This is an optimization exercise on Yosys and OpenROAD, whose aim is small area, a short achievable clock period and few clock cycles, not a production implementation. Function was checked by simulation only, so behaviour that the tests miss may differ from the original.

## flow/design.v

```verilog
module ntt_pe_core #(
  parameter int DATA_SIZE_ARB = 13,
  parameter int RING_SIZE     = 16
) (
  input  logic                         clk,
  input  logic                         reset,
  input  logic                         valid,
  input  logic [DATA_SIZE_ARB-1:0]     din,
  input  logic [DATA_SIZE_ARB-1:0]     q,
  input  logic [DATA_SIZE_ARB-1:0]     twiddle_i,
  output logic [$clog2(RING_SIZE)-1:0] tw_addr,
  output logic                         busy,
  output logic [DATA_SIZE_ARB-1:0]     dout,
  output logic                         dout_valid,
  output logic                         done
);
  localparam int W = 13;
  logic [W-1:0] qr;      
  function automatic logic [W-1:0] madd(input logic [W-1:0] a, input logic [W-1:0] b,
                                        input logic [W-1:0] m);
    logic [W:0]   s;
    logic [W+1:0] t;
    s = {1'b0, a} + {1'b0, b};
    t = {1'b0, s} - {2'b0, m};
    madd = t[W+1] ? s[W-1:0] : t[W-1:0];
  endfunction
  function automatic logic [W-1:0] msub(input logic [W-1:0] a, input logic [W-1:0] b,
                                        input logic [W-1:0] m);
    logic [W:0] d;
    logic [W:0] e;
    d = {1'b0, a} - {1'b0, b};
    e = d + {1'b0, m};
    msub = d[W] ? e[W-1:0] : d[W-1:0];
  endfunction
  logic [W-1:0] ma, mr, tw_r;
  logic [3:0]   z;
  logic [13:0]  mu;
  logic [25:0]  bp, bps;
  logic [27:0]  bq2;
  logic [14:0]  br0;
  logic [15:0]  br1, br2;
  logic [W-1:0] bres;
  always_comb begin
    bp   = {13'b0, ma} * {13'b0, tw_r};
    bps  = bp >> (4'd12 - z);
    bq2  = {14'b0, bps[13:0]} * {14'b0, mu};
    br0  = bp[14:0] - ({1'b0, bq2[27:14]} * {2'b0, qr});
    br1  = {1'b0, br0} - {3'b0, qr};
    br2  = {1'b0, br0} - {2'b0, qr, 1'b0};
    bres = !br2[15] ? br2[W-1:0] : !br1[15] ? br1[W-1:0] : br0[W-1:0];
  end
  logic [3:0]   cnt_in;    
  logic         acc;
  assign acc = valid && !busy;
  logic [W-1:0] xr;        
  logic [W-1:0] d1 [8];    
  logic         ev;        
  logic [3:0]   xi;        
  logic [2:0]   dv_cnt;
  logic         dv_run;
  logic [13:0]  dv_r;
  logic [14:0]  dv_q;
  logic [3:0]   dv_z;
  logic [W-1:0] dv_qn;
  logic [3:0]   zq;
  logic [14:0]  dv_t1, dv_t2;
  logic [13:0]  dv_r1;
  always_comb begin
    zq = 4'd0;
    for (int i = 0; i < W; i++) if (qr[i]) zq = 4'(12 - i);
    dv_t1 = {dv_r, 1'b0} - {2'b0, dv_qn};
    dv_r1 = dv_t1[14] ? {dv_r[12:0], 1'b0} : dv_t1[13:0];
    dv_t2 = {dv_r1, 1'b0} - {2'b0, dv_qn};
  end
  always_ff @(posedge clk) begin
    if (acc) begin
      xr <= din;
      d1[0] <= xr;
      for (int i = 1; i < 8; i++) d1[i] <= d1[i-1];
    end
    if (acc && cnt_in == 4'd0) qr <= q;
  end
  always_ff @(posedge clk) begin
    if (!reset) begin
      dv_run <= 1'b0;
      dv_cnt <= 3'd0;
    end else if (acc && cnt_in == 4'd0) begin
      dv_run <= 1'b1;
      dv_cnt <= 3'd0;
    end else if (dv_run) begin
      dv_cnt <= dv_cnt + 3'd1;
      if (dv_cnt == 3'd7) dv_run <= 1'b0;
    end
  end
  always_ff @(posedge clk) begin
    if (dv_run) begin
      if (dv_cnt == 3'd0) begin
        dv_z  <= zq;
        dv_qn <= qr << zq;
        dv_r  <= 14'd8192 - {1'b0, qr << zq};
        dv_q  <= 15'd1;
      end else begin
        dv_r <= dv_t2[14] ? {dv_r1[12:0], 1'b0} : dv_t2[13:0];
        dv_q <= {dv_q[12:0], !dv_t1[14], !dv_t2[14]};
        if (dv_cnt == 3'd7) begin
          mu <= {dv_q[12:0], !dv_t1[14]};
          z  <= dv_z;
        end
      end
    end
  end
  logic         e1;        
  logic [2:0]   n1;
  logic [W-1:0] s1, dd1;   
  logic [W-1:0] s4 [4];    
  logic [W-1:0] p2, q2;    
  logic         mv1, mv2;  
  logic [2:0]   nm1, nm2;
  logic [W-1:0] d4 [4];    
  logic [W-1:0] p2d, q2d;  
  assign e1  = ev && xi[3];
  assign n1  = xi[2:0];
  logic [W-1:0] rp [4], rq [4], rpd [4], rqd [4];
  logic [4:0]   tau;       
  logic [4:0]   oc;        
  logic [1:0]   gsel;      
  logic [W-1:0] e0, e1v, e2v, e3v, f0, f1, ua, ub, ox, ox8, f2;
  logic [W-1:0] g1, g3, dq;
  logic [W-1:0] dl8 [8];
  always_comb begin
    s1  = madd(d1[7], xr, qr);
    dd1 = msub(d1[7], xr, qr);
    p2  = madd(s4[3], s1, qr);
    q2  = msub(s4[3], s1, qr);
    p2d = madd(d4[3], mr, qr);
    q2d = msub(d4[3], mr, qr);
    gsel = 2'(tau - 5'd6);
    case (gsel)
      2'd0: begin e0 = rp[0];  e1v = rp[1];  e2v = rp[2];  e3v = rp[3];  end
      2'd1: begin e0 = rpd[0]; e1v = rpd[1]; e2v = rpd[2]; e3v = rpd[3]; end
      2'd2: begin e0 = rq[0];  e1v = rq[1];  e2v = rq[2];  e3v = rq[3];  end
      default: begin e0 = rqd[0]; e1v = rqd[1]; e2v = rqd[2]; e3v = mr; end
    endcase
    f0 = madd(e0, e2v, qr);
    f1 = madd(e1v, e3v, qr);
    f2 = msub(e0, e2v, qr);
    ua = (tau >= 5'd10) ? e0 : f0;
    ub = (tau >= 5'd10) ? mr : f1;
    ox  = madd(ua, ub, qr);
    ox8 = msub(ua, ub, qr);
    case (2'(tau - 5'd8))
      2'd0: begin g1 = rp[1];  g3 = rp[3];  end
      2'd1: begin g1 = rpd[1]; g3 = rpd[3]; end
      2'd2: begin g1 = rq[1];  g3 = rq[3];  end
      default: begin g1 = rqd[1]; g3 = rqd[3]; end
    endcase
    dq = msub(g1, g3, qr);
  end
  function automatic logic [3:0] tw_of(input logic [4:0] t);
    case (t)
      5'd1, 5'd4: tw_of = 4'd2;
      5'd2, 5'd5: tw_of = 4'd4;
      5'd3, 5'd6: tw_of = 4'd6;
      default:    tw_of = 4'd4;
    endcase
  endfunction
  always_ff @(posedge clk) begin
    tw_r <= twiddle_i;
    mr   <= bres;
    if (e1) begin
      for (int i = 1; i < 4; i++) s4[i] <= s4[i-1];
      s4[0] <= s1;
      if (n1 >= 3'd4) begin
        rp[n1[1:0]] <= p2;
        rq[n1[1:0]] <= q2;
      end
    end
    if ((e1 && n1 == 3'd0) || (mv2 && nm2 != 3'd0)) begin
      for (int i = 1; i < 4; i++) d4[i] <= d4[i-1];
      d4[0] <= (e1 && n1 == 3'd0) ? dd1 : mr;
    end
    if (mv2 && nm2 >= 3'd4) begin
      rpd[nm2[1:0]] <= p2d;
      rqd[nm2[1:0]] <= q2d;
    end
    if (e1 && n1 != 3'd0) ma <= dd1;
    else begin
      case (tau)
        5'd2:  ma <= rq[1];
        5'd3:  ma <= rq[2];
        5'd4:  ma <= rq[3];
        5'd5:  ma <= rqd[1];
        5'd6:  ma <= rqd[2];
        5'd7:  ma <= rqd[3];
        5'd8, 5'd9, 5'd10, 5'd11: ma <= dq;
        default: ;
      endcase
    end
    case (tau)
      5'd4: rq[1]  <= mr;
      5'd5: rq[2]  <= mr;
      5'd6: rq[3]  <= mr;
      5'd7: rqd[1] <= mr;
      5'd8: rqd[2] <= mr;
      5'd9: rqd[3] <= mr;
      default: ;
    endcase
    case (tau)
      5'd6: rp[0]  <= f2;
      5'd7: rpd[0] <= f2;
      5'd8: rq[0]  <= f2;
      5'd9: rqd[0] <= f2;
      default: ;
    endcase
    dl8[0] <= ox8;
    for (int i = 1; i < 8; i++) dl8[i] <= dl8[i-1];
    if (oc != 5'd0) dout <= dl8[7];
    else dout <= ox;
  end
  always_ff @(posedge clk) begin
    if (!reset) begin
      cnt_in     <= 4'd0;
      busy       <= 1'b0;
      ev         <= 1'b0;
      xi         <= 4'd0;
      mv1        <= 1'b0;
      mv2        <= 1'b0;
      nm1        <= 3'd0;
      nm2        <= 3'd0;
      tau        <= 5'd0;
      oc         <= 5'd0;
      dout_valid <= 1'b0;
      done       <= 1'b0;
      tw_addr    <= 4'd0;
    end else begin
      ev   <= acc;
      xi   <= cnt_in;
      busy <= acc && cnt_in == 4'd15;
      if (acc) cnt_in <= cnt_in + 4'd1;
      mv1  <= e1 && n1 != 3'd0;
      nm1  <= n1;
      mv2  <= mv1;
      nm2  <= nm1;
      if (acc && cnt_in == 4'd15) tau <= 5'd1;
      else if (tau == 5'd13) tau <= 5'd0;
      else if (tau != 5'd0) tau <= tau + 5'd1;
      if (tau == 5'd13) oc <= 5'd14;
      else if (oc == 5'd21) oc <= 5'd0;
      else if (oc != 5'd0) oc <= oc + 5'd1;
      dout_valid <= (tau >= 5'd6) || (oc != 5'd0);
      done       <= (oc == 5'd21);
      if (acc && cnt_in[3] && cnt_in[2:0] != 3'd0) tw_addr <= {1'b0, cnt_in[2:0]};
      else if (tau >= 5'd1 && tau <= 5'd10) tw_addr <= tw_of(tau);
    end
  end
endmodule
```

## flow/run.sh

```bash
#!/bin/bash
# synth_recipe.tcl (not shown) runs the flow's synth.tcl, then flattens the netlist and writes it again
# the make line also repeats each setting of config.mk as NAME=value (left out here)
make -C /OpenROAD-flow-scripts/flow DESIGN_CONFIG=/design/flow/config.mk WORK_HOME=/design/flow/orfs CLKGATE_MAP_FILE= SYNTH_SCRIPT=/design/flow/synth_recipe.tcl finish
```

## flow/config.mk

```make
export PLATFORM = sky130hd
export DESIGN_NAME = ntt_pe_core
export DESIGN_NICKNAME = ntt_pe_core
export VERILOG_FILES = /design/flow/design.v
export SDC_FILE = /design/flow/constraint.sdc
export NUM_CORES = 4
export LEC_CHECK = 0
export CAP_MARGIN = 20
export CORE_MARGIN = 2
export CORE_UTILIZATION = 40
export SLEW_MARGIN = 20
```

## flow/constraint.sdc

```tcl
create_clock -name core_clock -period 100.0 [get_ports {clk}]
set_input_delay 20.0000 -clock core_clock [delete_from_list [all_inputs] [get_ports {clk}]]
set_output_delay 20.0000 -clock core_clock [all_outputs]
set_load 0.01 [all_outputs]
```

==> notes.md <==
## flip-flops by register name, indices dropped and copies added (netlist names), 14 cells and up
register / count
mu: 14
d1: 104
dl8: 104
s4: 52
rq: 52
d4: 52
rpd: 52
rp: 52
rqd: 52
dv_r: 14
## worst paths after layout
kind | endpoint | slack (ns) | cells past startpoint
hold reg to reg | dl8[4][12] | 0.31 | 0
hold / removal | dl8[4][12] | 0.31 | 0
setup / recovery | xr[2] | 78.32 | 4
setup reg to reg | mr[5] | 78.34 | 70
## cell usage after synthesis, types with 33 or more instances
cell	number	area share
xnor2_1	267	0.041
o21a_1	37	0.0048
and2_1	256	0.028
a21oi_1	457	0.040
o21bai_1	143	0.019
nand3_1	33	0.0029
mux2_2	69	0.014
ha_1	575	0.13
a222oi_1	78	0.014
o21ai_0	213	0.019
mux2i_1	208	0.036
edfxtp_1	517	0.27
a21o_1	86	0.011
fa_1	368	0.13
nand2_1	468	0.031
xor2_1	80	0.012
clkbuf_1	201	0.013
nor3_1	36	0.0031
dfxtp_1	180	0.063
inv_1	720	0.047
nor2_1	361	0.024
## cell usage in the layout (no fill, tap or decap), types with 81 or more instances in the layout
cell type / synthesis / final
nand2_1: 468 / 467
mux2i_1: 208 / 208
a21o_1: 86 / 85
ha_1: 575 / 571
dfxtp_1: 180 / 180
xnor2_1: 267 / 266
edfxtp_1: 517 / 517
and2_1: 256 / 256
fa_1: 368 / 368
nor2_1: 361 / 360
inv_1: 720 / 719
o21bai_1: 143 / 143
a21oi_1: 457 / 457
o21ai_0: 213 / 209
clkbuf_16: 0 / 81
buf_4: 1 / 100
## cell families (layout without fill, tap and decap cells)
| logic type | after synthesis | count (layout) |
|---|---|---|
| adder cells (fa/ha/maj) | 943 | 943 |
| XOR/XNOR | 352 | 352 |
| AO/OA/AOI/OAI | 1191 | 1191 |
| AND/OR/NAND/NOR | 1320 | 1320 |
| multiplexers | 288 | 288 |
| buffers and inverters | 960 | 1030 |
| other | 1 | 1 |
| flip-flops | 697 | 697 |
## metrics by stage
stage	setup WS, ns	std cells
after floorplan	75.90	5752
after global placement	77.63	7579
after detailed placement	77.59	7579
after CTS	78.29	7724
after global routing	77.30	7725
final	78.32	7725
## worst max-delay path: cells and delay by family
family                 cells  cell delay (ns)
buffers and inverters      3             1.73
AND/OR/NAND/NOR            1             0.14
## metal layers
layer / up-vias / part of all wire
li1: 19647 / -
met1: 20373 / 0.44
met2: 1040 / 0.48
met3: 250 / 0.046
met4: 0 / 0.037
met5: - / 0
## final cells by class
class | instances | area [um2] | share of cell area
clock inverters | 44 | 548 | 0.00869
flip-flops and latches | 697 | 19100 | 0.303
inverters | 725 | 2730 | 0.0433
clock buffers | 101 | 2190 | 0.0348
repair buffers | 160 | 1350 | 0.0214
well taps | 1903 | 2380 | 0.0378
multi-input cells | 4095 | 34700 | 0.551
==> metrics.md <==
| Metric | Value |
|---|---|
| Status | `complete, no violations` |
| Hold Path Origin | `dl8[3][12]` |
| Worst path arrival time | `21.96 ns` |
| Type of origin of the critical path | `input pin` |
| Worst hold slack | `0.309 ns` |
| Clock Root Buffer | `clkbuf_16` |
| Seq/Total Area, Yosys | `0.333` |
| Initial Util | `0.402` |
| CP max stage delay | `0.83 ns` |
| Worst-Skew Late Latency | `0.72 ns` |
| Routability Congestion | `0.924` |
| Global-route wire length before repair | `240 mm` |
| Hold/Removal Path Class | `register to register` |
| Crit share post-route | `0.217` |
| Maxcap violations | `0` |
| Compound-Gate Fraction of Synth Area | `0.132` |
| Final setup fails | `0` |
| CTS tree | `yes` |
| Slew headroom | `0.201` |
| Routed vias/inst | `5.35` |
| Critical Path End Type | `register` |
| Critical R2R Launch | `ma[2]` |
| Drt pass-1 iters | `9` |
| Setup TNS | `0 ns` |
| Port bufs | `60` |
| Antenna Nets Post-Route | `0` |
| Largest family of logic cells by synthesized area | `adder cells` |
| Hpwl dp | `118 mm` |
| Cell variety after synth | `100` |
| Final hold viol count | `0` |
| Yosys Warn Count | `5` |
| Routed wire per std cell | `19.8 um` |
| Cells after synthesis | `5752` |
| Number of synthesized flops with an enable pin | `517` |
| Grt total ovfl | `0` |
| Die area | `147000 um2` |
| RSZ-0062 raised after global routing | `false` |
| Die width | `383 um` |
| Syn nets | `6737` |
| Slew Limit Fails | `0` |
| Largest net degree at the start of global routing | `79` |
| Routed WL | `153 mm` |
| H-tree Lvls | `3` |
| Design area | `63000 um2` |
| Syn avg cell area | `9.98 um2` |
| Synth Cell Area | `57400 um2` |
| GR Util met1 | `0.270` |
| Worst Max-Slew Pin Slew | `1.19 ns` |
| M3 GR Usage | `0.0257` |
| Post-synthesis adder-cell area fraction | `0.254` |
| Met2 Usage GRT | `0.361` |
| Die Y | `383 um` |
| Post-CTS Setup Bufs | `0` |
| Final Core Density | `0.441` |
| Total track usage | `0.210` |
| Cts hold-fix bufs | `0` |
| Worst-path clk slew | `0.07 ns` |
| Synth Area in XOR/XNOR | `0.0549` |
| Fmax | `0.0461 GHz` |
| CP Cell Sequence | `clkdlybuf4s50_1 > nand2b_1 > inv_4 > buf_4` |
| Initial antenna violation count | `3` |
| Clock buffer count from CTS | `78` |
| Clock Sinks | `697` |
| Slowest library cell on the worst path | `buf_4` |
| Clk buf depth | `3` |
| Worst EP required | `100.27 ns` |
| FP Rows | `139` |
| Post-route DRC | `0` |
| Vias in the first global route | `42270` |
| Post-CTS Resized | `0` |
| Vias | `41310` |
| Minimum clock period after layout | `21.69 ns` |
| Clock Skew | `0.0776 ns` |
| Yosys reg bits | `697` |
| Filler instances | `13549` |
| Nets | `6742` |
| Async set-reset flop share out of synthesis | `0` |
| Placed cell area | `60300 um2` |
| First element of the critical path | `valid` |
| Layout cell share with drive strength beyond 1 | `0.0653` |
| Synth Area in Simple Gates | `0.108` |
| Crit Path Category | `input pin to register` |
| Ports | `62` |
| Starting DRT DRC Count | `3124` |
| Max FO, Critical Path | `78` |
| Diodes inserted | `0` |
| Grt peak-use layer | `met2` |
| Mux cell area share after synthesis | `0.0541` |
| Core footprint | `143000 um2` |
| Area delta synth->final | `9.81%` |
| Primary FF master, synth | `edfxtp_1` |
Testbench counts, summed over its fixed seeds: cycles 3,424.

## separate check: timing with driven ports
No port has a modelled driver above. Below, the same layout with a new extraction and two added sets of constraints. Step 1 sets driving cells, clkbuf_16 on the clock port and buf_2 on the other inputs (assumed; they add their load-dependent delay and slew). Step 2 adds t to the input delays and takes it off the output delays; t is the mean of the earliest and latest rising clock arrival at the registers after step 1. Input paths then give back, and output paths get back, about the clock's delay inside the block. a / b / c = no drivers / after step 1 / after step 2; a / b = the first two.
shift t [ns]: 0.762
setup slack, ns: 78.315 / 78.292 / 77.606
worst setup path at the end: input to register
clock arrival spread, ns: 0.078 / 0.078
After both steps this run still meets setup and hold. The setup slack of this run moves by -0.023 ns with the drivers and by -0.709 ns with both steps.
